From an optimization exercise on the open Yosys and OpenROAD flow, aimed at small area and a short achievable clock period; shortcuts taken in it are not production practice. At most, simulation tests tie the RTL to the original design; equivalence was not proved. The RTL of run 3 was laid out without a check of its function. Power is estimated from default activity; no workload was simulated.

==> flow/design.v <==
package regfile_pkg;
  localparam int DEF_XLEN = 32;
  localparam int DEF_NREG = 32;
  localparam int DEF_NRD  = 2;
  localparam int DEF_NWR  = 2;
  function automatic int addr_w(input int n);
    addr_w = (n > 1) ? $clog2(n) : 1;
  endfunction
  typedef logic [DEF_XLEN-1:0] xlen_t;
  typedef logic [addr_w(DEF_NREG)-1:0] reg_addr_t;
endpackage
module regfile_scoreboard
#(
  parameter int NREG     = regfile_pkg::DEF_NREG,
  parameter int NRD      = regfile_pkg::DEF_NRD,
  parameter int NWR      = regfile_pkg::DEF_NWR,
  parameter int ZERO_REG = 1,
  parameter int AW       = regfile_pkg::addr_w(regfile_pkg::DEF_NREG)
) (
  input  logic            clk_i,
  input  logic            rst_n_i,
  input  logic            iss_en_i,
  input  logic [AW-1:0]   iss_addr_i,
  input  logic [NWR-1:0]  wr_en_i,
  input  logic [NWR*AW-1:0] wr_addr_i,
  input  logic [NRD*AW-1:0] rd_addr_i,
  output logic [NRD-1:0]  rd_busy_o
);
  logic [NREG-1:0] busy, busy_nxt;
  always_comb begin
    busy_nxt = busy;
    for (int w = 0; w < NWR; w++)
      if (wr_en_i[w]) busy_nxt[wr_addr_i[w*AW +: AW]] = 1'b0;
    if (iss_en_i) busy_nxt[iss_addr_i] = 1'b1;
    if (ZERO_REG != 0) busy_nxt[0] = 1'b0;
  end
  always_ff @(posedge clk_i or negedge rst_n_i)
    if (!rst_n_i) busy <= '0;
    else busy <= busy_nxt;
  always_comb
    for (int p = 0; p < NRD; p++) rd_busy_o[p] = busy_nxt[rd_addr_i[p*AW +: AW]];
endmodule
module regfile_mp
#(
  parameter int XLEN     = regfile_pkg::DEF_XLEN,
  parameter int NREG     = regfile_pkg::DEF_NREG,
  parameter int NRD      = regfile_pkg::DEF_NRD,
  parameter int NWR      = regfile_pkg::DEF_NWR,
  parameter int ZERO_REG = 1,
  localparam int AW      = regfile_pkg::addr_w(NREG)
) (
  input  logic              clk_i,
  input  logic              rst_n_i,
  input  logic [NRD-1:0]    rd_en_i,
  input  logic [NRD*AW-1:0] rd_addr_i,
  output logic [NRD*XLEN-1:0] rd_data_o,
  output logic [NRD-1:0]    rd_busy_o,
  input  logic [NWR-1:0]    wr_en_i,
  input  logic [NWR*AW-1:0] wr_addr_i,
  input  logic [NWR*XLEN-1:0] wr_data_i,
  input  logic              iss_en_i,
  input  logic [AW-1:0]     iss_addr_i
);
  logic [NREG-1:0][XLEN-1:0] mem;
  logic [NREG-1:0][XLEN-1:0] mem_nxt;
  logic [NRD-1:0][XLEN-1:0]  rd_val;
  logic [NRD-1:0]  sb_busy;
  always_comb begin
    mem_nxt = mem;
    for (int w = 0; w < NWR; w++)
      if (wr_en_i[w]) mem_nxt[wr_addr_i[w*AW +: AW]] = wr_data_i[w*XLEN +: XLEN];
    if (ZERO_REG != 0) mem_nxt[0] = '0;
  end
  always_comb
    for (int p = 0; p < NRD; p++) rd_val[p] = mem_nxt[rd_addr_i[p*AW +: AW]];
  regfile_scoreboard #(
    .NREG(NREG), .NRD(NRD), .NWR(NWR), .ZERO_REG(ZERO_REG), .AW(AW)
  ) u_sb (
    .clk_i(clk_i),
    .rst_n_i(rst_n_i),
    .iss_en_i(iss_en_i),
    .iss_addr_i(iss_addr_i),
    .wr_en_i(wr_en_i),
    .wr_addr_i(wr_addr_i),
    .rd_addr_i(rd_addr_i),
    .rd_busy_o(sb_busy)
  );
  always_ff @(posedge clk_i or negedge rst_n_i)
    if (!rst_n_i) begin
      mem <= '0;
      rd_data_o <= '0;
      rd_busy_o <= '0;
    end else begin
      mem <= mem_nxt;
      for (int p = 0; p < NRD; p++)
        if (rd_en_i[p]) begin
          rd_data_o[p*XLEN +: XLEN] <= rd_val[p];
          rd_busy_o[p] <= sb_busy[p];
        end
    end
endmodule
==> flow/run.sh <==
#!/bin/bash
# synth_recipe.tcl (not shown) runs the flow's synth.tcl, then flattens the netlist and writes it again
# the make line also repeats each setting of config.mk as NAME=value (left out here)
make -C /OpenROAD-flow-scripts/flow DESIGN_CONFIG=/design/flow/config.mk WORK_HOME=/design/flow/orfs CLKGATE_MAP_FILE= SYNTH_SCRIPT=/design/flow/synth_recipe.tcl finish
==> flow/config.mk <==
export PLATFORM = sky130hd
export DESIGN_NAME = regfile_mp
export DESIGN_NICKNAME = regfile_mp
export VERILOG_FILES = /design/flow/design.v
export SDC_FILE = /design/flow/constraint.sdc
export NUM_CORES = 4
export LEC_CHECK = 0
export CAP_MARGIN = 30
export CELL_PAD_IN_SITES_DETAIL_PLACEMENT = 1
export CELL_PAD_IN_SITES_GLOBAL_PLACEMENT = 3
export CORE_MARGIN = 2
export CORE_UTILIZATION = 15
export PLACE_DENSITY = 0.25
export SLEW_MARGIN = 30
==> flow/constraint.sdc <==
create_clock -name core_clock -period 7.5 [get_ports {clk_i}]
set_input_delay 1.5000 -clock core_clock [delete_from_list [all_inputs] [get_ports {clk_i}]]
set_output_delay 1.5000 -clock core_clock [all_outputs]
set_load 0.01 [all_outputs]
==> results of run 1 <==
[layer usage]
metal	share of wire	wire (um)	up-vias	GRT usage
met5	0.00025	237	-	0
met4	0.062	59800	38	0.214
met3	0.063	60500	1167	0.0611
met2	0.43	415000	5355	0.589
met1	0.44	425000	48100	0.526
li1	-	-	32300	-
[cells by family (layout without fill, tap and decap cells)]
| family | after synthesis | in the layout | synth area share |
|---|---|---|---|
| simple gates | 2797 | 2797 | 0.177 |
| flops | 1089 | 1089 | 0.386 |
| compound gates | 2691 | 2691 | 0.252 |
| buf+inv | 1067 | 1649 | 0.0634 |
| mux | 758 | 758 | 0.119 |
| other cells | 0 | 160 | 0 |
| xor+xnor | 10 | 10 | 0.00188 |
| fa+ha+maj | 7 | 7 | 0.00124 |
[state kept, by name, summed over array words and instances (netlist names)]
name and count:
mem 992, rd_busy_o 2, rd_data_o 64, u_sb.busy 31
[how the worst max path moves through the flow]
stage	end	cells past startpoint	slack (ns)
final	rd_data_o[49]	18	0.60
after global routing	rd_data_o[49]	18	0.63
after CTS	rd_data_o[49]	18	0.68
after detailed placement	rd_data_o[49]	17	-0.32
after global placement	rd_data_o[29]	15	-2.45
after floorplan	rd_data_o[39]	20	2.19
[final cells by class]
cell class / instances / share of cell area
Antenna cell: 160 / 0.00432
Clock buffer: 292 / 0.0595
Clock inverter: 18 / 0.00246
Inverter: 153 / 0.00643
Multi-Input combinational cell: 6263 / 0.437
Sequential cell: 1089 / 0.294
Tap cell: 6223 / 0.0840
Timing Repair Buffer: 1186 / 0.112
[power by group through the flow]
stage               Combinational [uW]  Clock, uW  Sequential, uW
finish                           10900       9020            8840
global route                     11200       9340            9020
CTS                              10700       9210            8830
detailed placement               10700          0            8910
global placement                 10600          0            8890
floorplan                         5020          0            8530
[cell usage in the layout, fill, tap and decap left out, drive strengths merged, types with 66 or more instances in the layout]
master            n
mux2i           615
a22oi            79
nor3            156
nor4             67
o221ai           88
clkbuf          292
dfrtp          1089
inv             152
nand4            66
nor2            922
diode           160
a21oi           525
o211ai           83
mux2             85
a31oi           335
o22ai           285
nand2          1073
o21ai           550
a211oi          100
buf            1106
a221oi           70
nand3           259
clkdlybuf4s50    80
[through the flow]
| step | total power, uW | utilization | TNS [ns] | instances |
|---|---|---|---|---|
| 3_5_place_dp | 19600 | 0.184 | -0.975 | 14900 |
| 5_1_grt | 29600 | 0.197 | 0 | 15300 |
| 6_report | 28800 | 0.197 | 0 | 15400 |
| 2_1_floorplan | 13600 | - | 0 | 8419 |
| 4_1_cts | 28700 | 0.196 | 0 | 15200 |
| 3_3_place_gp | 19500 | 0.182 | -7.64 | 14900 |
[worst reg2reg max path, delay by kind of cell, from the launching register on]
kind	cells	cell delay [ns]
flip-flops	1	0.37
AND/OR/NAND/NOR	1	0.04
AO/OA/AOI/OAI	4	1.86
buffers and inverters	3	0.59
==> summary.txt, run 1 <==
# TYPE chip_impl_metric gauge
chip_impl_info{name="outcome",value="no timing/DRC/antenna violations"} 1
chip_impl_metric{name="max-cap-violations",unit=""} 0
chip_impl_info{name="critPathLaunchType",value="input port"} 1
chip_impl_metric{name="drive_gt1_frac",unit=""} 0.208
chip_impl_metric{name="num-nets-final",unit=""} 8979
chip_impl_metric{name="dieHeight",unit="um"} 690
chip_impl_metric{name="postCtsResizedCells",unit=""} 0
chip_impl_metric{name="final.hold.worst_slack",unit="ns"} 0.444
chip_impl_metric{name="detailedPlace.worstSlack",unit="ns"} -0.320
chip_impl_metric{name="finalSetupViolCount",unit=""} 0
chip_impl_info{name="rr_startpoint",value="mem[74]"} 1
chip_impl_metric{name="worst_slew_margin_rel",unit=""} 0.196
chip_impl_info{name="worst_r2r_endpoint",value="rd_data_o[10]"} 1
chip_impl_metric{name="timing.critical_path.slowest_cell_delay",unit="ns"} 0.89
chip_impl_metric{name="buffers_inserted_by_post_cts_timing_repair",unit=""} 0
chip_impl_metric{name="floorplan.initialDensity",unit=""} 0.150
chip_impl_metric{name="syn-instance-count",unit=""} 8419
chip_impl_info{name="ys_top_cells_by_area",value="sky130_fd_sc_hd__dfrtp_1 (39%), sky130_fd_sc_hd__mux2i_1 (8.7%), sky130_fd_sc_hd__nand2_1 (5.7%)"} 1
chip_impl_info{name="timing.critical_path.cells",value="clkdlybuf4s50_1 -> inv_1 -> ha_1 -> nand2b_1 -> nor2_1 -> ha_1 -> nor4_4 -> buf_4 -> buf_4 -> nand3_1 -> a31oi_1 -> o21ai_0 -> a31o_2 -> a211oi_1 -> buf_4 -> a211oi_2 -> buf_4 -> nor4_1"} 1
chip_impl_info{name="synth_largest_area_cell",value="sky130_fd_sc_hd__dfrtp_1"} 1
chip_impl_info{name="synth_top_cells_by_count",value="sky130_fd_sc_hd__dfrtp_1 (1089), sky130_fd_sc_hd__nand2_1 (1065), sky130_fd_sc_hd__nor2_1 (918), sky130_fd_sc_hd__mux2i_1 (614), sky130_fd_sc_hd__clkbuf_1 (611)"} 1
chip_impl_metric{name="cp_max_fo",unit=""} 12
chip_impl_metric{name="grt_first_pass_wirelength",unit="um"} 1160000
chip_impl_metric{name="cts_inserted_buffers",unit=""} 183
chip_impl_metric{name="worstPathBufferInverterCount",unit=""} 6
chip_impl_metric{name="power.switching",unit="uW"} 12500
chip_impl_metric{name="fmax",unit="MHz"} 145
chip_impl_info{name="critical-path-top-cell-by-count",value="sky130_fd_sc_hd__buf_4"} 1
chip_impl_metric{name="clk_path_buf_depth",unit=""} 4
chip_impl_metric{name="async_reset_ff_frac",unit=""} 1.00
chip_impl_metric{name="worst_pin_slew",unit="ns"} 1.20
chip_impl_metric{name="power_density",unit="nW/um2"} 311
chip_impl_metric{name="nFillCells",unit=""} 54200
chip_impl_info{name="rsz0062_at_grt",value="false"} 1
chip_impl_metric{name="core_area",unit="um2"} 470000
chip_impl_metric{name="finalWirelength",unit="um"} 960000
chip_impl_metric{name="p_leak",unit="uW"} 0.0377
chip_impl_metric{name="hpwl",unit="um"} 696000
chip_impl_metric{name="netlist-cell-type-count",unit=""} 118
chip_impl_metric{name="drc",unit=""} 0
chip_impl_metric{name="r2r.worst_path.cells",unit=""} 8
chip_impl_metric{name="synth-edff-count",unit=""} 0
chip_impl_metric{name="synth_nets",unit=""} 8522
chip_impl_metric{name="firstDrtPassIters",unit=""} 6
chip_impl_metric{name="netSwitchingFraction",unit=""} 0.434
chip_impl_info{name="path_class",value="input port to register"} 1
chip_impl_metric{name="insertion_delay",unit="ns"} 0.96
chip_impl_metric{name="grt_max_degree",unit=""} 114
chip_impl_info{name="min-delay-path-class",value="input port to asynchronous set/reset pin"} 1
chip_impl_info{name="crit_family",value="buffers and inverters"} 1
chip_impl_metric{name="cp_data_required_time",unit="ns"} 8.36
chip_impl_metric{name="internal-power",unit="uW"} 16300
chip_impl_metric{name="route.antenna.remaining_nets",unit=""} 0
chip_impl_metric{name="critPathArrivalTime",unit="ns"} 7.76
chip_impl_metric{name="grt_pass1_vias",unit=""} 81800
chip_impl_metric{name="clock_power_share",unit=""} 0.313
chip_impl_metric{name="finalWorstPathRequiredPeriod",unit="ns"} 6.90
chip_impl_metric{name="htree_levels",unit=""} 4
chip_impl_metric{name="power.combinational.fraction",unit=""} 0.380
chip_impl_metric{name="cts_num_sinks",unit=""} 1089
chip_impl_metric{name="timing.final.hold_violations",unit=""} 0
chip_impl_info{name="crit_path_start",value="wr_addr_i[1]"} 1
chip_impl_metric{name="seq_total_area_yosys",unit=""} 0.386
chip_impl_metric{name="synthToLayoutAreaGrowth",unit="%"} 31.1
chip_impl_metric{name="vdd_drop_max",unit="V"} 0.000169
chip_impl_metric{name="clock_transition_at_path_regs",unit="ns"} 0.06
chip_impl_info{name="tritoncts_clock_tree",value="done"} 1
chip_impl_metric{name="route.detailed.wl_per_inst",unit="um"} 62.4
chip_impl_metric{name="overflow",unit=""} 0
chip_impl_metric{name="maxSlewViolCount",unit=""} 0
chip_impl_metric{name="num_rows",unit=""} 252
chip_impl_metric{name="antenna_violations_before_repair",unit=""} 258
chip_impl_metric{name="final.setup.worst_slack",unit="ns"} 0.598
chip_impl_metric{name="num_io_pins",unit=""} 162
chip_impl_metric{name="dpl-instance-area",unit="um2"} 86500
chip_impl_metric{name="die_area",unit="um2"} 477000
chip_impl_metric{name="postLayoutCellArea",unit="um2"} 92700
chip_impl_metric{name="via_count",unit=""} 87000
chip_impl_info{name="critPathSlowestCell",value="sky130_fd_sc_hd__nor4_4"} 1
chip_impl_metric{name="route.detailed.vias_per_inst",unit=""} 5.66
chip_impl_metric{name="place.port_buffers",unit=""} 161
chip_impl_metric{name="die_w",unit="um"} 690
chip_impl_metric{name="dr.first_iter.drc_count",unit=""} 12200
chip_impl_metric{name="sequentialPowerShare",unit=""} 0.307
chip_impl_metric{name="multi_input_comb_area",unit="um2"} 40500
chip_impl_metric{name="timing.reg2reg.setup_slack",unit="ns"} 4.52
chip_impl_metric{name="sequential_cell_area",unit="um2"} 27300
chip_impl_metric{name="avgSynthCellArea",unit="um2"} 8.39
chip_impl_info{name="cts_root_buf",value="sky130_fd_sc_hd__clkbuf_16"} 1
chip_impl_metric{name="cts.hold.buffers_added",unit=""} 0
chip_impl_info{name="critical_path_endpoint_category",value="register"} 1
chip_impl_info{name="synth_top_flop_cell",value="sky130_fd_sc_hd__dfrtp_1"} 1
chip_impl_metric{name="track_usage",unit=""} 0.389
chip_impl_metric{name="period_share",unit=""} 0.920
chip_impl_info{name="synthMostInstantiatedCell",value="sky130_fd_sc_hd__dfrtp_1"} 1
chip_impl_metric{name="warnings_synthesis",unit=""} 2
chip_impl_metric{name="timing.clock.skew",unit="ns"} 0.0310
chip_impl_metric{name="mappedNetlistArea",unit="um2"} 70700
chip_impl_metric{name="gpl.final_weighted_congestion",unit=""} 0.920
chip_impl_metric{name="synthDominantCellAreaShare",unit=""} 0.386
chip_impl_metric{name="yosys_register_bits",unit=""} 1089
==> inputs of run 2 (changes only) <==
--- a/flow/design.v
+++ b/flow/design.v
@@ -25,3 +25,3 @@
   input  logic [NWR*AW-1:0] wr_addr_i,
-  input  logic [NRD*AW-1:0] rd_addr_i,
+  input  logic [NRD*NREG-1:0] rd_sel_i,
   output logic [NRD-1:0]  rd_busy_o
@@ -40,3 +40,3 @@
   always_comb
-    for (int p = 0; p < NRD; p++) rd_busy_o[p] = busy_nxt[rd_addr_i[p*AW +: AW]];
+    for (int p = 0; p < NRD; p++) rd_busy_o[p] = |(rd_sel_i[p*NREG +: NREG] & busy_nxt);
 endmodule
@@ -63,14 +63,69 @@
 );
-  logic [NREG-1:0][XLEN-1:0] mem;
-  logic [NREG-1:0][XLEN-1:0] mem_nxt;
-  logic [NRD-1:0][XLEN-1:0]  rd_val;
-  logic [NRD-1:0]  sb_busy;
-  always_comb begin
-    mem_nxt = mem;
-    for (int w = 0; w < NWR; w++)
-      if (wr_en_i[w]) mem_nxt[wr_addr_i[w*AW +: AW]] = wr_data_i[w*XLEN +: XLEN];
-    if (ZERO_REG != 0) mem_nxt[0] = '0;
+  localparam int R0 = (ZERO_REG != 0) ? 1 : 0;
+  logic [NREG*XLEN-1:0] mem;
+  logic [NREG-1:0]      vld;
+  logic [NWR*NREG-1:0]  wsel;
+  logic [(NWR+1)*NREG-1:0] whit_w;
+  assign whit_w[NWR*NREG +: NREG] = '0;
+  for (genvar w = 0; w < NWR; w++) begin : g_wsel
+    for (genvar r = 0; r < NREG; r++) begin : g_r
+      if (r < R0) begin : g_z
+        assign wsel[w*NREG + r] = 1'b0;
+      end else begin : g_n
+        assign wsel[w*NREG + r] = wr_en_i[w] && (wr_addr_i[w*AW +: AW] == AW'(r)) &&
+                                  !whit_w[(w+1)*NREG + r];
+      end
+      assign whit_w[w*NREG + r] = whit_w[(w+1)*NREG + r] | wsel[w*NREG + r];
+    end
   end
-  always_comb
-    for (int p = 0; p < NRD; p++) rd_val[p] = mem_nxt[rd_addr_i[p*AW +: AW]];
+  for (genvar r = 0; r < NREG; r++) begin : g_row
+    if (r < R0) begin : g_zero
+      assign mem[r*XLEN +: XLEN] = '0;
+      assign vld[r] = 1'b0;
+    end else begin : g_reg
+      logic [NWR*XLEN-1:0] term;
+      logic [XLEN-1:0]     nxt, q;
+      logic                v;
+      for (genvar w = 0; w < NWR; w++) begin : g_t
+        assign term[w*XLEN +: XLEN] = wr_data_i[w*XLEN +: XLEN] & {XLEN{wsel[w*NREG + r]}};
+      end
+      always_comb begin
+        nxt = q & {XLEN{!whit_w[r]}};
+        for (int w = 0; w < NWR; w++) nxt = nxt | term[w*XLEN +: XLEN];
+      end
+      always_ff @(posedge clk_i) q <= nxt;
+      assign mem[r*XLEN +: XLEN] = q;
+      always_ff @(posedge clk_i or negedge rst_n_i)
+        if (!rst_n_i) v <= 1'b0;
+        else if (whit_w[r]) v <= 1'b1;
+      assign vld[r] = v;
+    end
+  end
+  logic [NRD*NREG-1:0] rsel_addr;
+  logic [NRD-1:0]      sb_busy;
+  logic [NRD*XLEN-1:0] rd_nxt;
+  for (genvar p = 0; p < NRD; p++) begin : g_rd
+    logic [NREG-1:0]     rsel;
+    logic [NWR:0]        found;
+    logic [NWR-1:0]      bsel;
+    logic [AW-1:0]       ra;
+    assign ra = rd_addr_i[p*AW +: AW];
+    assign found[NWR] = 1'b0;
+    for (genvar w = 0; w < NWR; w++) begin : g_b
+      assign bsel[w] = wr_en_i[w] && (wr_addr_i[w*AW +: AW] == ra) &&
+                       (ZERO_REG == 0 || ra != '0) && !found[w+1];
+      assign found[w] = found[w+1] | bsel[w];
+    end
+    for (genvar r = 0; r < NREG; r++) begin : g_r
+      assign rsel_addr[p*NREG + r] = (ra == AW'(r)) && (r >= R0);
+      assign rsel[r] = rsel_addr[p*NREG + r] && vld[r] && !found[0];
+    end
+    always_comb begin
+      logic [XLEN-1:0] v;
+      v = '0;
+      for (int r = 0; r < NREG; r++) v = v | (mem[r*XLEN +: XLEN] & {XLEN{rsel[r]}});
+      for (int w = 0; w < NWR; w++) v = v | (wr_data_i[w*XLEN +: XLEN] & {XLEN{bsel[w]}});
+      rd_nxt[p*XLEN +: XLEN] = v;
+    end
+  end
   regfile_scoreboard #(
@@ -84,3 +139,3 @@
     .wr_addr_i(wr_addr_i),
-    .rd_addr_i(rd_addr_i),
+    .rd_sel_i(rsel_addr),
     .rd_busy_o(sb_busy)
@@ -89,3 +144,2 @@
     if (!rst_n_i) begin
-      mem <= '0;
       rd_data_o <= '0;
@@ -93,6 +147,5 @@
     end else begin
-      mem <= mem_nxt;
       for (int p = 0; p < NRD; p++)
         if (rd_en_i[p]) begin
-          rd_data_o[p*XLEN +: XLEN] <= rd_val[p];
+          rd_data_o[p*XLEN +: XLEN] <= rd_nxt[p*XLEN +: XLEN];
           rd_busy_o[p] <= sb_busy[p];
==> summary.txt, run 2 <==
# TYPE chip_impl_metric gauge
chip_impl_metric{name="yosys_register_bits",unit=""} 1120
chip_impl_metric{name="maxSlewViolCount",unit=""} 0
chip_impl_info{name="synth_largest_area_cell",value="sky130_fd_sc_hd__dfxtp_1"} 1
chip_impl_info{name="synth_top_flop_cell",value="sky130_fd_sc_hd__dfxtp_1"} 1
chip_impl_metric{name="clk_path_buf_depth",unit=""} 4
chip_impl_metric{name="finalWorstPathRequiredPeriod",unit="ns"} 5.46
chip_impl_metric{name="synth-edff-count",unit=""} 0
chip_impl_metric{name="route.detailed.vias_per_inst",unit=""} 5.12
chip_impl_metric{name="largest_register_ff_count",unit=""} 992
chip_impl_metric{name="synth_nets",unit=""} 7128
chip_impl_metric{name="worst_slew_margin_rel",unit=""} 0.275
chip_impl_metric{name="timing.final.hold_violations",unit=""} 0
chip_impl_metric{name="cp_data_required_time",unit="ns"} 8.31
chip_impl_info{name="cts_root_buf",value="sky130_fd_sc_hd__clkbuf_16"} 1
chip_impl_metric{name="dr.first_iter.drc_count",unit=""} 6234
chip_impl_metric{name="num-nets-final",unit=""} 6971
chip_impl_metric{name="max-cap-violations",unit=""} 0
chip_impl_metric{name="internal-power",unit="uW"} 14100
chip_impl_info{name="top_regs",value="g_row.g_reg.q (992), rd_data_o (64)"} 1
chip_impl_metric{name="worst_pin_slew",unit="ns"} 1.09
chip_impl_metric{name="die_area",unit="um2"} 404000
chip_impl_metric{name="grt_max_degree",unit=""} 66
chip_impl_metric{name="finalWirelength",unit="um"} 590000
chip_impl_metric{name="sequentialPowerShare",unit=""} 0.451
chip_impl_metric{name="via_count",unit=""} 62800
chip_impl_metric{name="async_reset_ff_frac",unit=""} 0.114
chip_impl_metric{name="synthDominantCellAreaShare",unit=""} 0.332
chip_impl_metric{name="netSwitchingFraction",unit=""} 0.356
chip_impl_info{name="timing.critical_path.cells",value="clkdlybuf4s50_1 -> or3_1 -> nor2_1 -> nor4_4 -> buf_4 -> buf_4 -> nor4_2 -> buf_4 -> a22o_1 -> a221oi_1 -> nand4b_1 -> o32a_1"} 1
chip_impl_metric{name="critPathArrivalTime",unit="ns"} 6.26
chip_impl_metric{name="finalSetupViolCount",unit=""} 0
chip_impl_info{name="critPathLaunchType",value="input port"} 1
chip_impl_metric{name="route.detailed.wl_per_inst",unit="um"} 48.1
chip_impl_metric{name="gpl.final_weighted_congestion",unit=""} 0.761
chip_impl_metric{name="htree_levels",unit=""} 4
chip_impl_info{name="min-delay-path-class",value="register to register"} 1
chip_impl_info{name="tritoncts_clock_tree",value="done"} 1
chip_impl_info{name="critPathSlowestCell",value="sky130_fd_sc_hd__clkdlybuf4s50_1"} 1
chip_impl_info{name="hold_start",value="g_row[10].g_reg.v"} 1
chip_impl_metric{name="clock_power_share",unit=""} 0.400
chip_impl_metric{name="track_usage",unit=""} 0.283
chip_impl_metric{name="hpwl",unit="um"} 349000
chip_impl_metric{name="dieHeight",unit="um"} 635
chip_impl_info{name="path_class",value="input port to register"} 1
chip_impl_info{name="rr_startpoint",value="g_row[24].g_reg.v"} 1
chip_impl_metric{name="hold_depth",unit=""} 1
chip_impl_metric{name="cts_num_sinks",unit=""} 1120
chip_impl_info{name="synthMostInstantiatedCell",value="sky130_fd_sc_hd__mux2i_1"} 1
chip_impl_metric{name="warnings_synthesis",unit=""} 2
chip_impl_metric{name="cts.hold.buffers_added",unit=""} 0
chip_impl_metric{name="drc",unit=""} 0
chip_impl_metric{name="finish.utilization",unit=""} 0.189
chip_impl_metric{name="synthToLayoutAreaGrowth",unit="%"} 25.4
chip_impl_metric{name="die_w",unit="um"} 635
chip_impl_metric{name="mappedNetlistArea",unit="um2"} 59800
chip_impl_metric{name="power.switching",unit="uW"} 7790
chip_impl_metric{name="seq_total_area_yosys",unit=""} 0.386
chip_impl_info{name="critical_path_endpoint_category",value="register"} 1
chip_impl_info{name="outcome",value="no timing/DRC/antenna violations"} 1
chip_impl_metric{name="timing.clock.skew",unit="ns"} 0.0422
chip_impl_metric{name="timing.critical_path.slowest_cell_delay",unit="ns"} 1.09
chip_impl_metric{name="nFillCells",unit=""} 45400
chip_impl_metric{name="buffers_inserted_by_post_cts_timing_repair",unit=""} 0
chip_impl_info{name="ys_top_cells_by_area",value="sky130_fd_sc_hd__dfxtp_1 (33%), sky130_fd_sc_hd__mux2i_1 (17%), sky130_fd_sc_hd__o21ai_0 (6.2%)"} 1
chip_impl_info{name="layout_commonest_cell",value="sky130_fd_sc_hd__mux2i_1"} 1
chip_impl_metric{name="avgSynthCellArea",unit="um2"} 8.52
chip_impl_metric{name="timing.reg2reg.setup_slack",unit="ns"} 4.56
chip_impl_metric{name="cp_max_fo",unit=""} 21
chip_impl_info{name="critical-path-top-cell-by-count",value="sky130_fd_sc_hd__buf_4"} 1
chip_impl_info{name="rsz0062_at_grt",value="false"} 1
chip_impl_metric{name="p_leak",unit="uW"} 0.0264
chip_impl_metric{name="layout.cells.non_filler",unit=""} 12300
chip_impl_metric{name="drive_gt1_frac",unit=""} 0.110
chip_impl_info{name="timing.hold.worst_endpoint",value="g_row[10].g_reg.v"} 1
chip_impl_metric{name="grt_first_pass_wirelength",unit="um"} 746000
chip_impl_metric{name="fmax",unit="MHz"} 183
chip_impl_metric{name="syn-instance-count",unit=""} 7018
chip_impl_metric{name="overflow",unit=""} 0
chip_impl_info{name="mostFrequentLayoutCells",value="sky130_fd_sc_hd__mux2i_1 (994), sky130_fd_sc_hd__dfxtp_1 (992), sky130_fd_sc_hd__nand2_1 (907)"} 1
chip_impl_info{name="synth_top_cells_by_count",value="sky130_fd_sc_hd__mux2i_1 (997), sky130_fd_sc_hd__dfxtp_1 (992), sky130_fd_sc_hd__nand2_1 (916), sky130_fd_sc_hd__o21ai_0 (744), sky130_fd_sc_hd__clkbuf_1 (732)"} 1
chip_impl_metric{name="power.combinational.fraction",unit=""} 0.149
chip_impl_metric{name="antenna_violations_before_repair",unit=""} 70
chip_impl_metric{name="setup-tns-final",unit="ns"} 0
chip_impl_metric{name="r2r.worst_path.cells",unit=""} 8
chip_impl_metric{name="num_rows",unit=""} 231
chip_impl_info{name="worst_r2r_endpoint",value="rd_data_o[47]"} 1
chip_impl_metric{name="firstDrtPassIters",unit=""} 6
chip_impl_metric{name="numPlacedInstances",unit=""} 11900
chip_impl_metric{name="place.port_buffers",unit=""} 161
chip_impl_metric{name="route.antenna.remaining_nets",unit=""} 0
chip_impl_metric{name="period_share",unit=""} 0.727
chip_impl_metric{name="cts_inserted_buffers",unit=""} 177
chip_impl_metric{name="vdd_drop_max",unit="V"} 0.000156
chip_impl_metric{name="floorplan.initialDensity",unit=""} 0.151
chip_impl_metric{name="core_area",unit="um2"} 396000
chip_impl_metric{name="insertion_delay",unit="ns"} 0.92
chip_impl_metric{name="clock_transition_at_path_regs",unit="ns"} 0.06
chip_impl_info{name="largest_register",value="g_row.g_reg.q"} 1
chip_impl_metric{name="postCtsResizedCells",unit=""} 0
chip_impl_metric{name="power_density",unit="nW/um2"} 291
chip_impl_metric{name="num_io_pins",unit=""} 162
chip_impl_metric{name="netlist-cell-type-count",unit=""} 72
chip_impl_metric{name="grt_pass1_vias",unit=""} 61700
## run 2: changes by cell type in the layout (fill, tap and decap cells not counted), moves of 270 or more
cell | before | now
sky130_fd_sc_hd__a221oi_1 | 66 | 361
sky130_fd_sc_hd__a22o_1 | 21 | 315
sky130_fd_sc_hd__dfxtp_1 | 0 | 992
sky130_fd_sc_hd__a31oi_1 | 323 | 3
sky130_fd_sc_hd__mux2i_1 | 614 | 994
sky130_fd_sc_hd__buf_4 | 919 | 273
sky130_fd_sc_hd__o22ai_1 | 285 | 15
sky130_fd_sc_hd__dfrtp_1 | 1088 | 128
sky130_fd_sc_hd__nor2_1 | 846 | 349
## run 2: cell type report
type	count	area (um2)	area share
Inverter	14	53.8	0.000718
Tap cell	5242	6560	0.0875
Multi-Input combinational cell	5035	34200	0.457
Sequential cell	1120	23100	0.308
Clock buffer	280	5370	0.0717
Antenna cell	29	72.6	0.000968
Clock inverter	32	359	0.00479
Timing Repair Buffer	513	5250	0.0700
## run 2: worst max path at each step
stage	end	start	slack [ns]
final	rd_data_o[34]	rd_addr_i[7]	2.04
after global routing	rd_busy_o[1]	wr_addr_i[0]	1.98
after CTS	rd_data_o[53]	rd_addr_i[8]	2.20
after detailed placement	rd_data_o[34]	rd_addr_i[8]	1.26
after global placement	rd_busy_o[0]	wr_addr_i[0]	1.19
after floorplan	rd_busy_o[1]	wr_addr_i[7]	2.91
## run 2: power by group through the flow
stage	logic, uW	registers, uW	clock network (uW)
floorplan	2000	8620	0
finish	3270	9860	8730
CTS	3280	9850	9040
detailed placement	3270	9960	0
global route	3600	10000	9210
global placement	3180	10100	0
## run 2: kinds of logic after synthesis
logic type	Yosys count	synth area share
buffers and inverters	863	0.0558
adders and majority gates	14	0.00293
DFF	1120	0.386
and+or+nand+nor	1759	0.129
xor gates and xnor gates	28	0.00410
AOI/OAI and AO/OA	2236	0.255
muxes	998	0.167
## run 2: through the flow
| stage | total power (uW) | hold WS [ns] | instance area (um2) | worst slack [ns] |
|---|---|---|---|---|
| 2_1_floorplan | 10600 | 0.458 | 59800 | 2.91 |
| 3_3_place_gp | 13200 | 0.493 | 68800 | 1.19 |
| 3_5_place_dp | 13200 | 0.489 | 69200 | 1.26 |
| 4_1_cts | 22200 | 0.507 | 74900 | 2.20 |
| 5_1_grt | 22800 | 0.529 | 74900 | 1.98 |
| 6_report | 21900 | 0.505 | 75000 | 2.04 |
## run 2: critical path: cells and delay by family
family	cells	cell delay, ns
AND/OR/NAND/NOR	5	1.07
buffers and inverters	4	2.45
AO/OA/AOI/OAI	3	1.17
## run 2: metal layers
layer  vias to the layer above  wire, um  track usage
met5                         -         0            0
met4                         0     20300       0.0849
met3                       720     25600       0.0333
met2                      2501    270000        0.462
met1                     33700    274000        0.387
li1                      25900         -            -
==> inputs of run 3 (changes only) <==
--- a/flow/design.v
+++ b/flow/design.v
@@ -64,4 +64,6 @@
   localparam int R0 = (ZERO_REG != 0) ? 1 : 0;
-  logic [NREG*XLEN-1:0] mem;
-  logic [NREG-1:0]      vld;
+  localparam int NROW = NREG - R0;           
+  localparam int NT = NROW + NWR + 1;
+  logic [NROW*XLEN-1:0] mem;
+  logic [NROW-1:0]      vld;
   logic [NWR*NREG-1:0]  wsel;
@@ -80,24 +82,25 @@
   end
-  for (genvar r = 0; r < NREG; r++) begin : g_row
-    if (r < R0) begin : g_zero
-      assign mem[r*XLEN +: XLEN] = '0;
-      assign vld[r] = 1'b0;
-    end else begin : g_reg
-      logic [NWR*XLEN-1:0] term;
-      logic [XLEN-1:0]     nxt, q;
-      logic                v;
-      for (genvar w = 0; w < NWR; w++) begin : g_t
-        assign term[w*XLEN +: XLEN] = wr_data_i[w*XLEN +: XLEN] & {XLEN{wsel[w*NREG + r]}};
-      end
-      always_comb begin
-        nxt = q & {XLEN{!whit_w[r]}};
-        for (int w = 0; w < NWR; w++) nxt = nxt | term[w*XLEN +: XLEN];
-      end
-      always_ff @(posedge clk_i) q <= nxt;
-      assign mem[r*XLEN +: XLEN] = q;
-      always_ff @(posedge clk_i or negedge rst_n_i)
-        if (!rst_n_i) v <= 1'b0;
-        else if (whit_w[r]) v <= 1'b1;
-      assign vld[r] = v;
-    end
+  for (genvar i = 0; i < NROW; i++) begin : g_row
+    localparam int R = R0 + i;
+    logic [XLEN-1:0] nxt, q;
+    logic            v;
+    logic [NWR:0]    sel;
+    assign sel[0] = !whit_w[R];
+    for (genvar w = 0; w < NWR; w++) begin : g_s
+      assign sel[w+1] = wsel[w*NREG + R];
+    end
+    for (genvar b = 0; b < XLEN; b++) begin : g_b
+      logic [NWR:0] dat;
+      assign dat[0] = q[b];
+      for (genvar w = 0; w < NWR; w++) begin : g_d
+        assign dat[w+1] = wr_data_i[w*XLEN + b];
+      end
+      regfile_ao #(.N(NWR+1)) u_ao (.sel_i(sel), .dat_i(dat), .y_o(nxt[b]));
+    end
+    always_ff @(posedge clk_i) q <= nxt;
+    always_ff @(posedge clk_i or negedge rst_n_i)
+      if (!rst_n_i) v <= 1'b0;
+      else if (whit_w[R]) v <= 1'b1;
+    assign mem[i*XLEN +: XLEN] = q;
+    assign vld[i] = v;
   end
@@ -107,7 +110,9 @@
   for (genvar p = 0; p < NRD; p++) begin : g_rd
-    logic [NREG-1:0]     rsel;
-    logic [NWR:0]        found;
-    logic [NWR-1:0]      bsel;
-    logic [AW-1:0]       ra;
+    logic [NT-1:0]   sel;
+    logic [NWR:0]    found;
+    logic [NWR-1:0]  bsel;
+    logic [AW-1:0]   ra;
+    logic            en;
     assign ra = rd_addr_i[p*AW +: AW];
+    assign en = rd_en_i[p];
     assign found[NWR] = 1'b0;
@@ -117,2 +122,3 @@
       assign found[w] = found[w+1] | bsel[w];
+      assign sel[NROW + w] = en && bsel[w];
     end
@@ -120,10 +126,17 @@
       assign rsel_addr[p*NREG + r] = (ra == AW'(r)) && (r >= R0);
-      assign rsel[r] = rsel_addr[p*NREG + r] && vld[r] && !found[0];
-    end
-    always_comb begin
-      logic [XLEN-1:0] v;
-      v = '0;
-      for (int r = 0; r < NREG; r++) v = v | (mem[r*XLEN +: XLEN] & {XLEN{rsel[r]}});
-      for (int w = 0; w < NWR; w++) v = v | (wr_data_i[w*XLEN +: XLEN] & {XLEN{bsel[w]}});
-      rd_nxt[p*XLEN +: XLEN] = v;
+      if (r >= R0) begin : g_s
+        assign sel[r - R0] = en && rsel_addr[p*NREG + r] && vld[r - R0] && !found[0];
+      end
+    end
+    assign sel[NT-1] = !en;
+    for (genvar b = 0; b < XLEN; b++) begin : g_bit
+      logic [NT-1:0] dat;
+      for (genvar i = 0; i < NROW; i++) begin : g_m
+        assign dat[i] = mem[i*XLEN + b];
+      end
+      for (genvar w = 0; w < NWR; w++) begin : g_w
+        assign dat[NROW + w] = wr_data_i[w*XLEN + b];
+      end
+      assign dat[NT-1] = rd_data_o[p*XLEN + b];
+      regfile_ao #(.N(NT)) u_ao (.sel_i(sel), .dat_i(dat), .y_o(rd_nxt[p*XLEN + b]));
     end
@@ -147,8 +160,42 @@
     end else begin
+      rd_data_o <= rd_nxt;
       for (int p = 0; p < NRD; p++)
-        if (rd_en_i[p]) begin
-          rd_data_o[p*XLEN +: XLEN] <= rd_nxt[p*XLEN +: XLEN];
-          rd_busy_o[p] <= sb_busy[p];
-        end
-    end
-endmodule
+        if (rd_en_i[p]) rd_busy_o[p] <= sb_busy[p];
+    end
+endmodule
+module regfile_ao #(
+  parameter int N = 3
+) (
+  input  logic [N-1:0] sel_i,
+  input  logic [N-1:0] dat_i,
+  output logic         y_o
+);
+  localparam int NG = (N + 2) / 3;
+  logic [NG-1:0] g_n;
+  for (genvar g = 0; g < NG; g++) begin : g_grp
+    localparam int K = (N - 3*g >= 3) ? 3 : N - 3*g;
+    regfile_aoi #(.K(K)) u_aoi (.sel_i(sel_i[3*g +: K]), .dat_i(dat_i[3*g +: K]), .y_no(g_n[g]));
+  end
+  if (NG == 1) begin : g_one
+    assign y_o = !g_n[0];
+  end else begin : g_many
+    regfile_nand #(.N(NG)) u_nand (.a_i(g_n), .y_o(y_o));
+  end
+endmodule
+module regfile_aoi #(
+  parameter int K = 3
+) (
+  input  logic [K-1:0] sel_i,
+  input  logic [K-1:0] dat_i,
+  output logic         y_no
+);
+  assign y_no = !(|(sel_i & dat_i));
+endmodule
+module regfile_nand #(
+  parameter int N = 2
+) (
+  input  logic [N-1:0] a_i,
+  output logic         y_o
+);
+  assign y_o = !(&a_i);
+endmodule
--- a/flow/config.mk
+++ b/flow/config.mk
@@ -8,7 +8,7 @@
 export CAP_MARGIN = 30
-export CELL_PAD_IN_SITES_DETAIL_PLACEMENT = 1
-export CELL_PAD_IN_SITES_GLOBAL_PLACEMENT = 3
 export CORE_MARGIN = 2
-export CORE_UTILIZATION = 15
-export PLACE_DENSITY = 0.25
+export CORE_UTILIZATION = 50
+export PLACE_DENSITY = 0.6
 export SLEW_MARGIN = 30
+export SYNTH_HIERARCHICAL = 1
+export SYNTH_MINIMUM_KEEP_SIZE = 0
==> summary.txt, run 3 <==
# TYPE chip_impl_metric gauge
chip_impl_metric{name="die_area",unit="um2"} 104000
chip_impl_metric{name="detailedPlace.worstSlack",unit="ns"} 1.08
chip_impl_metric{name="dieHeight",unit="um"} 323
chip_impl_metric{name="hold_depth",unit=""} 1
chip_impl_metric{name="power_density",unit="nW/um2"} 297
chip_impl_metric{name="clock_transition_at_path_regs",unit="ns"} 0.06
chip_impl_info{name="worst_setup_path_endpoint",value="rd_data_o[60]"} 1
chip_impl_info{name="path_class",value="input port to register"} 1
chip_impl_metric{name="synth_nets",unit=""} 5136
chip_impl_metric{name="timing.reg2reg.setup_slack",unit="ns"} 4.56
chip_impl_metric{name="place.port_buffers",unit=""} 161
chip_impl_info{name="largest_register",value="g_row.q"} 1
chip_impl_info{name="critical_path_endpoint_category",value="register"} 1
chip_impl_info{name="tritoncts_clock_tree",value="done"} 1
chip_impl_metric{name="timing.final.hold_violations",unit=""} 0
chip_impl_metric{name="num-nets-final",unit=""} 5572
chip_impl_info{name="worst_r2r_endpoint",value="rd_data_o[60]"} 1
chip_impl_metric{name="worst_slew_margin_rel",unit=""} 0.238
chip_impl_metric{name="r2r.worst_path.cells",unit=""} 6
chip_impl_metric{name="warnings_synthesis",unit=""} 8
chip_impl_metric{name="core_area",unit="um2"} 100000
chip_impl_metric{name="num_io_pins",unit=""} 162
chip_impl_metric{name="hpwl",unit="um"} 157000
chip_impl_metric{name="buffers_inserted_by_post_cts_timing_repair",unit=""} 0
chip_impl_metric{name="netSwitchingFraction",unit=""} 0.299
chip_impl_metric{name="drc",unit=""} 0
chip_impl_metric{name="mappedNetlistArea",unit="um2"} 50800
chip_impl_metric{name="postCtsResizedCells",unit=""} 0
chip_impl_metric{name="synthToLayoutAreaGrowth",unit="%"} 20.0
chip_impl_metric{name="grt_first_pass_wirelength",unit="um"} 370000
chip_impl_metric{name="multi_input_comb_area",unit="um2"} 24300
chip_impl_metric{name="fmax",unit="MHz"} 166
chip_impl_metric{name="critPathArrivalTime",unit="ns"} 6.63
chip_impl_info{name="critical-path-top-cell-by-count",value="sky130_fd_sc_hd__buf_4"} 1
chip_impl_info{name="outcome",value="no timing/DRC/antenna violations"} 1
chip_impl_metric{name="gpl.final_weighted_congestion",unit=""} 1.02
chip_impl_metric{name="sequentialPowerShare",unit=""} 0.487
chip_impl_metric{name="cts.hold.buffers_added",unit=""} 0
chip_impl_info{name="rr_startpoint",value="g_row[18].v"} 1
chip_impl_metric{name="sequential_cell_area",unit="um2"} 23100
chip_impl_metric{name="finalWirelength",unit="um"} 263000
chip_impl_metric{name="firstDrtPassIters",unit=""} 20
chip_impl_metric{name="route.detailed.vias_per_inst",unit=""} 8.29
chip_impl_metric{name="floorplan.initialDensity",unit=""} 0.506
chip_impl_metric{name="timing.clock.skew",unit="ns"} 0.0227
chip_impl_metric{name="numPlacedInstances",unit=""} 6701
chip_impl_metric{name="vdd_drop_max",unit="V"} 0.000216
chip_impl_metric{name="route.detailed.wl_per_inst",unit="um"} 38.0
chip_impl_metric{name="power.switching",unit="uW"} 5410
chip_impl_metric{name="antenna_violations_before_repair",unit=""} 5
chip_impl_info{name="layout_commonest_cell",value="sky130_fd_sc_hd__a222oi_1"} 1
chip_impl_metric{name="die_w",unit="um"} 323
chip_impl_metric{name="p_leak",unit="uW"} 0.0272
chip_impl_info{name="critPathSlowestCell",value="sky130_fd_sc_hd__clkdlybuf4s50_1"} 1
chip_impl_metric{name="power.combinational.fraction",unit=""} 0.176
chip_impl_metric{name="max-cap-violations",unit=""} 0
chip_impl_info{name="mostFrequentLayoutCells",value="sky130_fd_sc_hd__a222oi_1 (1698), sky130_fd_sc_hd__inv_1 (1021), sky130_fd_sc_hd__dfxtp_1 (992)"} 1
chip_impl_metric{name="htree_levels",unit=""} 3
chip_impl_info{name="top_regs",value="g_row.q (992), rd_data_o (64)"} 1
chip_impl_metric{name="syn-instance-count",unit=""} 5029
chip_impl_metric{name="nFillCells",unit=""} 8715
chip_impl_metric{name="maxSlewViolCount",unit=""} 0
chip_impl_metric{name="grt_pass1_vias",unit=""} 52700
chip_impl_metric{name="overflow",unit=""} 0
chip_impl_metric{name="cp_data_required_time",unit="ns"} 8.10
chip_impl_metric{name="route.antenna.remaining_nets",unit=""} 0
chip_impl_metric{name="internal-power",unit="uW"} 12700
chip_impl_metric{name="finalSetupViolCount",unit=""} 0
chip_impl_metric{name="setup-tns-final",unit="ns"} 0
chip_impl_info{name="critPathLaunchType",value="input port"} 1
chip_impl_metric{name="final.hold.worst_slack",unit="ns"} 0.498
chip_impl_metric{name="layout.cells.non_filler",unit=""} 6921
chip_impl_metric{name="insertion_delay",unit="ns"} 0.75
chip_impl_metric{name="clk_path_buf_depth",unit=""} 3
chip_impl_metric{name="cts_num_sinks",unit=""} 1120
chip_impl_info{name="min-delay-path-class",value="register to register"} 1
chip_impl_metric{name="final.setup.worst_slack",unit="ns"} 1.47
chip_impl_info{name="cts_root_buf",value="sky130_fd_sc_hd__clkbuf_16"} 1
chip_impl_metric{name="worst_pin_slew",unit="ns"} 1.14
chip_impl_metric{name="period_share",unit=""} 0.804
chip_impl_metric{name="avgSynthCellArea",unit="um2"} 10.1
chip_impl_metric{name="timing.critical_path.slowest_cell_delay",unit="ns"} 0.99
chip_impl_metric{name="finalWorstPathRequiredPeriod",unit="ns"} 6.03
chip_impl_metric{name="cts_inserted_buffers",unit=""} 118
chip_impl_info{name="rsz0062_at_grt",value="false"} 1
chip_impl_info{name="timing.critical_path.cells",value="clkdlybuf4s50_1 -> or3_4 -> nor2_8 -> nor4_4 -> buf_4 -> nor4_2 -> buf_4 -> a222oi_1 -> nand4_1 -> or3_1"} 1
chip_impl_metric{name="largest_register_ff_count",unit=""} 992
chip_impl_metric{name="dr.first_iter.drc_count",unit=""} 19500
chip_impl_metric{name="clock_power_share",unit=""} 0.336
chip_impl_metric{name="num_rows",unit=""} 116
chip_impl_metric{name="cp_max_fo",unit=""} 32
chip_impl_metric{name="grt_max_degree",unit=""} 81
chip_impl_metric{name="drive_gt1_frac",unit=""} 0.112
chip_impl_metric{name="track_usage",unit=""} 0.480
chip_impl_info{name="crit_path_start",value="rd_addr_i[9]"} 1
chip_impl_metric{name="via_count",unit=""} 57400
run 3: worst min path at each step:
stage	slack (ns)	start	endpoint
after detailed placement	0.48	g_row[19].v	g_row[19].v
after floorplan	0.45	u_sb.busy[29]	u_sb.busy[29]
after global routing	0.53	g_row[3].v	g_row[3].v
after CTS	0.50	g_row[19].v	g_row[19].v
after global placement	0.49	g_row[19].v	g_row[19].v
final	0.50	g_row[19].v	g_row[19].v
run 3: per-stage QoR:
| step | power, uW | area (um2) | util |
|---|---|---|---|
| after floorplan | 10600 | 50800 | - |
| after global placement | 11800 | 56200 | 0.559 |
| after detailed placement | 11900 | 57000 | 0.567 |
| after CTS | 17900 | 60900 | 0.606 |
| after global routing | 18700 | 60900 | 0.607 |
| final | 18100 | 61000 | 0.607 |
run 3: layout make-up:
cell class	instances	share of cell area
Clock inverter	25	0.00597
Sequential cell	1120	0.378
Timing Repair Buffer	414	0.0672
Clock buffer	190	0.0589
Antenna cell	4	0.000164
Tap cell	1357	0.0279
Inverter	1023	0.0630
Multi-Input combinational cell	2788	0.399
run 3: metal layers:
layer | wire length, um | share of wire | up-vias | GRT usage
li1 | - | - | 22900 | -
met5 | 13 | 0.000049 | - | 0.00185
met2 | 104000 | 0.40 | 5853 | 0.675
met1 | 88100 | 0.33 | 27300 | 0.607
met4 | 24800 | 0.094 | 2 | 0.358
met3 | 46100 | 0.18 | 1288 | 0.161
run 3: power by group through the flow:
stage	sequential (uW)	clock (uW)	combinational, uW
detailed placement	8820	0	3100
finish	8820	6080	3190
floorplan	8420	0	2150
global route	8940	6310	3430
CTS	8720	6070	3110
global placement	8790	0	2980
run 3: worst max-delay path: cells and delay by family:
kind                   cells  cell delay [ns]
AOI/OAI and AO/OA          1             0.95
and+or+nand+nor            6             2.37
buffers and inverters      3             1.78
==> inputs of run 4 (changes only) <==
--- a/flow/design.v
+++ b/flow/design.v
@@ -127,3 +127,3 @@
       if (r >= R0) begin : g_s
-        assign sel[r - R0] = en && rsel_addr[p*NREG + r] && vld[r - R0] && !found[0];
+        assign sel[r - R0] = en && rsel_addr[p*NREG + r] && vld[r - R0] && !whit_w[r];
       end
@@ -181,4 +181,24 @@
   end else begin : g_many
-    regfile_nand #(.N(NG)) u_nand (.a_i(g_n), .y_o(y_o));
-  end
+    localparam int NP = (NG + 1) / 2;
+    localparam int NQ = (NP + 2) / 3;
+    logic [NP-1:0] pr;
+    logic [NQ-1:0] qn;
+    for (genvar i = 0; i < NP; i++) begin : g_p
+      localparam int KP = (NG - 2*i >= 2) ? 2 : 1;
+      regfile_nand #(.N(KP)) u_p (.a_i(g_n[2*i +: KP]), .y_o(pr[i]));
+    end
+    for (genvar i = 0; i < NQ; i++) begin : g_q
+      localparam int KQ = (NP - 3*i >= 3) ? 3 : NP - 3*i;
+      regfile_nor #(.N(KQ)) u_q (.a_i(pr[3*i +: KQ]), .y_o(qn[i]));
+    end
+    regfile_nand #(.N(NQ)) u_r (.a_i(qn), .y_o(y_o));
+  end
+endmodule
+module regfile_nor #(
+  parameter int N = 2
+) (
+  input  logic [N-1:0] a_i,
+  output logic         y_o
+);
+  assign y_o = !(|a_i);
 endmodule
==> flow/flow/run.sh (new file) <==
#!/bin/bash
# Standard ORFS layout (the standard.sh, unchanged synthesis) with two changes:
#  - ports are buffered with buf_2 instead of the default delay buffer;
#  - CTS clusters up to 20 sinks (100 um across) per leaf buffer and inserts no dummy loads.
set -euo pipefail
export BUFFER_PORTS_ARGS="-buffer_cell sky130_fd_sc_hd__buf_2"
export CTS_ARGS="-sink_clustering_enable -repair_clock_nets -sink_clustering_size 20 -sink_clustering_max_diameter 100 -dont_use_dummy_load"
bash standard.sh > orfs_make.log 2>&1
==> flow/standard.sh (new file) <==
#!/bin/bash
# synth_recipe.tcl (not shown) runs the flow's synth.tcl, then flattens the netlist and writes it again
# the make line also repeats each setting of config.mk as NAME=value (left out here)
make -C /OpenROAD-flow-scripts/flow DESIGN_CONFIG=/design/flow/config.mk WORK_HOME=/design/flow/orfs CLKGATE_MAP_FILE= SYNTH_SCRIPT=/design/flow/synth_recipe.tcl "${@:-finish}"
--- a/flow/config.mk
+++ b/flow/config.mk
@@ -7,7 +7,10 @@
 export LEC_CHECK = 0
-export CAP_MARGIN = 30
+export CAP_MARGIN = 20
+export CELL_PAD_IN_SITES_DETAIL_PLACEMENT = 1
+export CELL_PAD_IN_SITES_GLOBAL_PLACEMENT = 3
 export CORE_MARGIN = 2
-export CORE_UTILIZATION = 50
-export PLACE_DENSITY = 0.6
-export SLEW_MARGIN = 30
+export CORE_UTILIZATION = 20
+export PLACE_DENSITY = 0.3
+export SETUP_SLACK_MARGIN = 4.0
+export SLEW_MARGIN = 20
 export SYNTH_HIERARCHICAL = 1
removed: flow/run.sh
==> summary.txt, run 4 <==
# TYPE chip_impl_metric gauge
chip_impl_metric{name="internal-power",unit="uW"} 11500
chip_impl_info{name="busiest_layer",value="met2"} 1
chip_impl_metric{name="netSwitchingFraction",unit=""} 0.350
chip_impl_metric{name="floorplan.initialDensity",unit=""} 0.201
chip_impl_metric{name="warnings_synthesis",unit=""} 8
chip_impl_metric{name="finalWirelength",unit="um"} 439000
chip_impl_info{name="cts_root_buf",value="sky130_fd_sc_hd__clkbuf_16"} 1
chip_impl_metric{name="cp_max_fo",unit=""} 6
chip_impl_info{name="hold_start",value="g_row[28].v"} 1
chip_impl_metric{name="timing.clock.skew",unit="ns"} 0.0995
chip_impl_metric{name="worst_pin_slew",unit="ns"} 1.13
chip_impl_metric{name="period_share",unit=""} 0.520
chip_impl_metric{name="drc",unit=""} 0
chip_impl_metric{name="use_met3",unit=""} 0.0501
chip_impl_metric{name="hpwl",unit="um"} 251000
chip_impl_metric{name="max-cap-violations",unit=""} 0
chip_impl_metric{name="grt_first_pass_wirelength",unit="um"} 572000
chip_impl_metric{name="power.switching",unit="uW"} 6190
chip_impl_metric{name="power_density",unit="nW/um2"} 254
chip_impl_info{name="min-delay-path-class",value="register to register"} 1
chip_impl_metric{name="insertion_delay",unit="ns"} 0.81
chip_impl_metric{name="finalWorstPathRequiredPeriod",unit="ns"} 3.90
chip_impl_info{name="path_class",value="input port to register"} 1
chip_impl_info{name="largest_register",value="g_row.q"} 1
chip_impl_info{name="layout_commonest_cell",value="sky130_fd_sc_hd__a222oi_1"} 1
chip_impl_metric{name="clock_transition_at_path_regs",unit="ns"} 0.07
chip_impl_info{name="rsz0062_at_grt",value="true"} 1
chip_impl_metric{name="clk_path_buf_depth",unit=""} 3
chip_impl_metric{name="detailedPlace.worstSlack",unit="ns"} 1.35
chip_impl_metric{name="syn-instance-count",unit=""} 5333
chip_impl_metric{name="worst_slew_margin_rel",unit=""} 0.248
chip_impl_metric{name="global_routing_met1_resource_utilization",unit=""} 0.433
chip_impl_metric{name="clock_power_share",unit=""} 0.274
chip_impl_metric{name="mappedNetlistArea",unit="um2"} 52600
chip_impl_info{name="mostFrequentLayoutCells",value="sky130_fd_sc_hd__a222oi_1 (1698), sky130_fd_sc_hd__inv_1 (1019), sky130_fd_sc_hd__dfxtp_1 (992)"} 1
chip_impl_metric{name="route.detailed.vias_per_inst",unit=""} 6.27
chip_impl_metric{name="synthToLayoutAreaGrowth",unit="%"} 32.5
chip_impl_metric{name="place.port_buffers",unit=""} 161
chip_impl_metric{name="nFillCells",unit=""} 29300
chip_impl_metric{name="maxSlewViolCount",unit=""} 0
chip_impl_info{name="tritoncts_clock_tree",value="done"} 1
chip_impl_metric{name="firstDrtPassIters",unit=""} 13
chip_impl_metric{name="track_usage",unit=""} 0.315
chip_impl_metric{name="largest_register_ff_count",unit=""} 992
chip_impl_metric{name="drive_gt1_frac",unit=""} 0.221
chip_impl_metric{name="cts_num_sinks",unit=""} 1120
chip_impl_metric{name="die_area",unit="um2"} 267000
chip_impl_metric{name="num_rows",unit=""} 188
chip_impl_metric{name="setup-tns-final",unit="ns"} 0
chip_impl_metric{name="overflow",unit=""} 0
chip_impl_metric{name="fmax",unit="MHz"} 257
chip_impl_metric{name="core_area",unit="um2"} 262000
chip_impl_info{name="crit_path_start",value="wr_addr_i[2]"} 1
chip_impl_metric{name="layout.cells.non_filler",unit=""} 9617
chip_impl_info{name="critical_path_endpoint_category",value="register"} 1
chip_impl_metric{name="antenna_violations_before_repair",unit=""} 40
chip_impl_metric{name="grt.met2_usage",unit=""} 0.496
chip_impl_metric{name="timing.final.hold_violations",unit=""} 0
chip_impl_metric{name="grt_max_degree",unit=""} 65
chip_impl_metric{name="gpl.final_weighted_congestion",unit=""} 0.791
chip_impl_metric{name="route.detailed.wl_per_inst",unit="um"} 45.6
chip_impl_metric{name="sequentialPowerShare",unit=""} 0.507
chip_impl_info{name="critPathLaunchType",value="input port"} 1
chip_impl_metric{name="critPathArrivalTime",unit="ns"} 4.51
chip_impl_metric{name="dr.first_iter.drc_count",unit=""} 13300
chip_impl_metric{name="via_count",unit=""} 60300
chip_impl_info{name="rr_startpoint",value="g_row[15].v"} 1
chip_impl_metric{name="cp_data_required_time",unit="ns"} 8.11
chip_impl_metric{name="dieHeight",unit="um"} 517
chip_impl_metric{name="avgSynthCellArea",unit="um2"} 9.85
chip_impl_info{name="outcome",value="no timing/DRC/antenna violations"} 1
chip_impl_metric{name="numPlacedInstances",unit=""} 9172
chip_impl_metric{name="finalSetupViolCount",unit=""} 0
chip_impl_metric{name="htree_levels",unit=""} 3
chip_impl_metric{name="final.setup.worst_slack",unit="ns"} 3.60
chip_impl_metric{name="power.combinational.fraction",unit=""} 0.219
chip_impl_metric{name="synth_nets",unit=""} 5440
chip_impl_info{name="top_regs",value="g_row.q (992), rd_data_o (64)"} 1
chip_impl_metric{name="die_w",unit="um"} 517
chip_impl_metric{name="grt_pass1_vias",unit=""} 57900
chip_impl_metric{name="num-nets-final",unit=""} 6197
chip_impl_metric{name="route.antenna.remaining_nets",unit=""} 0
chip_impl_metric{name="p_leak",unit="uW"} 0.0322
chip_impl_metric{name="vdd_drop_max",unit="V"} 0.000179
chip_impl_metric{name="cts_inserted_buffers",unit=""} 95
chip_impl_metric{name="num_io_pins",unit=""} 162
## run 4: per-layer routing
| layer | vias up | wire [um] |
|---|---|---|
| met2 | 3218 | 195000 |
| met5 | - | 34 |
| met3 | 617 | 34500 |
| li1 | 24100 | - |
| met4 | 6 | 17600 |
| met1 | 32400 | 192000 |
## run 4: timing repair
action,in CTS,in global routing
buffers inserted,228,53
hold buffers,0,0
setup endpoints to repair,762,153
pin swaps,288,193
gates resized for setup,583,83
gates cloned,50,5
## run 4: path summary, 6_finish.rpt
check                                end  slack (ns)  depth (start not counted)
max                         rd_data_o[5]        3.60                         13
max in group asynchronous   rd_data_o[5]        4.98                          2
min reg2reg                  g_row[28].v        0.49                          1
max reg2reg                 rd_data_o[5]        4.69                          8
min in group asynchronous  u_sb.busy[22]        0.78                          1
min                          g_row[28].v        0.49                          1
## run 4: cell type report
class                   count  area [um2]  area share
diodes                     14        35.0    0.000503
clock buffers              95        2380      0.0341
inverters                1028        3870      0.0556
multi-input cells        3089       27600       0.396
flip-flops and latches   1120       23100       0.331
well taps                3515        4400      0.0632
repair buffers            756        8330       0.120
## run 4: stage by stage
stage	hold WS, ns	instance area [um2]	util	total power [uW]
2_1_floorplan	0.435	53700	-	10800
3_3_place_gp	0.449	60400	0.231	12500
5_1_grt	0.507	69600	0.266	18500
3_5_place_dp	0.452	60400	0.231	12600
6_report	0.486	69600	0.266	17700
4_1_cts	0.481	68700	0.263	17700
## run 4: power groups by stage
stage,logic (uW),clock network [uW],registers (uW)
after global routing,4190,5180,9130
final,3870,4840,8960
after CTS,3810,5020,8910
after floorplan,2340,0,8420
after global placement,3460,0,9020
after detailed placement,3550,0,9020
## run 4: worst max-delay path: stages
cell and delay (ns):
sky130_fd_sc_hd__buf_16 0.12, sky130_fd_sc_hd__nor4bb_4 0.31, sky130_fd_sc_hd__buf_6 0.17, sky130_fd_sc_hd__a22oi_2 0.11, sky130_fd_sc_hd__buf_12 0.17, sky130_fd_sc_hd__nand2_8 0.06, sky130_fd_sc_hd__nor3_4 0.05, sky130_fd_sc_hd__buf_12 0.14
sky130_fd_sc_hd__buf_8 0.12, sky130_fd_sc_hd__a222oi_1 0.58, sky130_fd_sc_hd__nand2_1 0.33, sky130_fd_sc_hd__nor3_4 0.72, sky130_fd_sc_hd__nand2_1 0.11

[what the ideal ports hide]
How much do the figures lean on ideal ports? The routed layouts below were timed once more, with nothing changed but the port constraints.
Step 1: set_driving_cell puts a clkbuf_16 on clk_i and a buf_2 on each other input, an assumption about the parent block.
Step 2 times the ports against the registers' clock, not the clock port: input delays grow and output delays shrink by t, the midpoint of the rising clock arrivals with the driver on.
Three values: ideal ports, drivers, drivers and shift; two values: the first two.
run	t, ns	slack for setup (ns)	hold slack, ns	clock arrival spread, ns
run 1	1.079	0.598 / 0.703 / -0.376	0.444 / 0.404 / 0.528	0.043 / 0.043
run 2	0.999	2.044 / 2.113 / 1.114	0.505 / 0.505 / 0.505	0.062 / 0.062
run 3	0.813	1.471 / 1.515 / 0.702	0.498 / 0.498 / 0.498	0.028 / 0.028
run 4	0.857	3.602 / 3.625 / 2.768	0.486 / 0.486 / 0.486	0.110 / 0.110
With both steps, setup timing fails in run 1, where it was met with ideal ports. The setup slack of run 1, which loses most, moves by +0.105 ns with the drivers and by -0.974 ns with both steps.
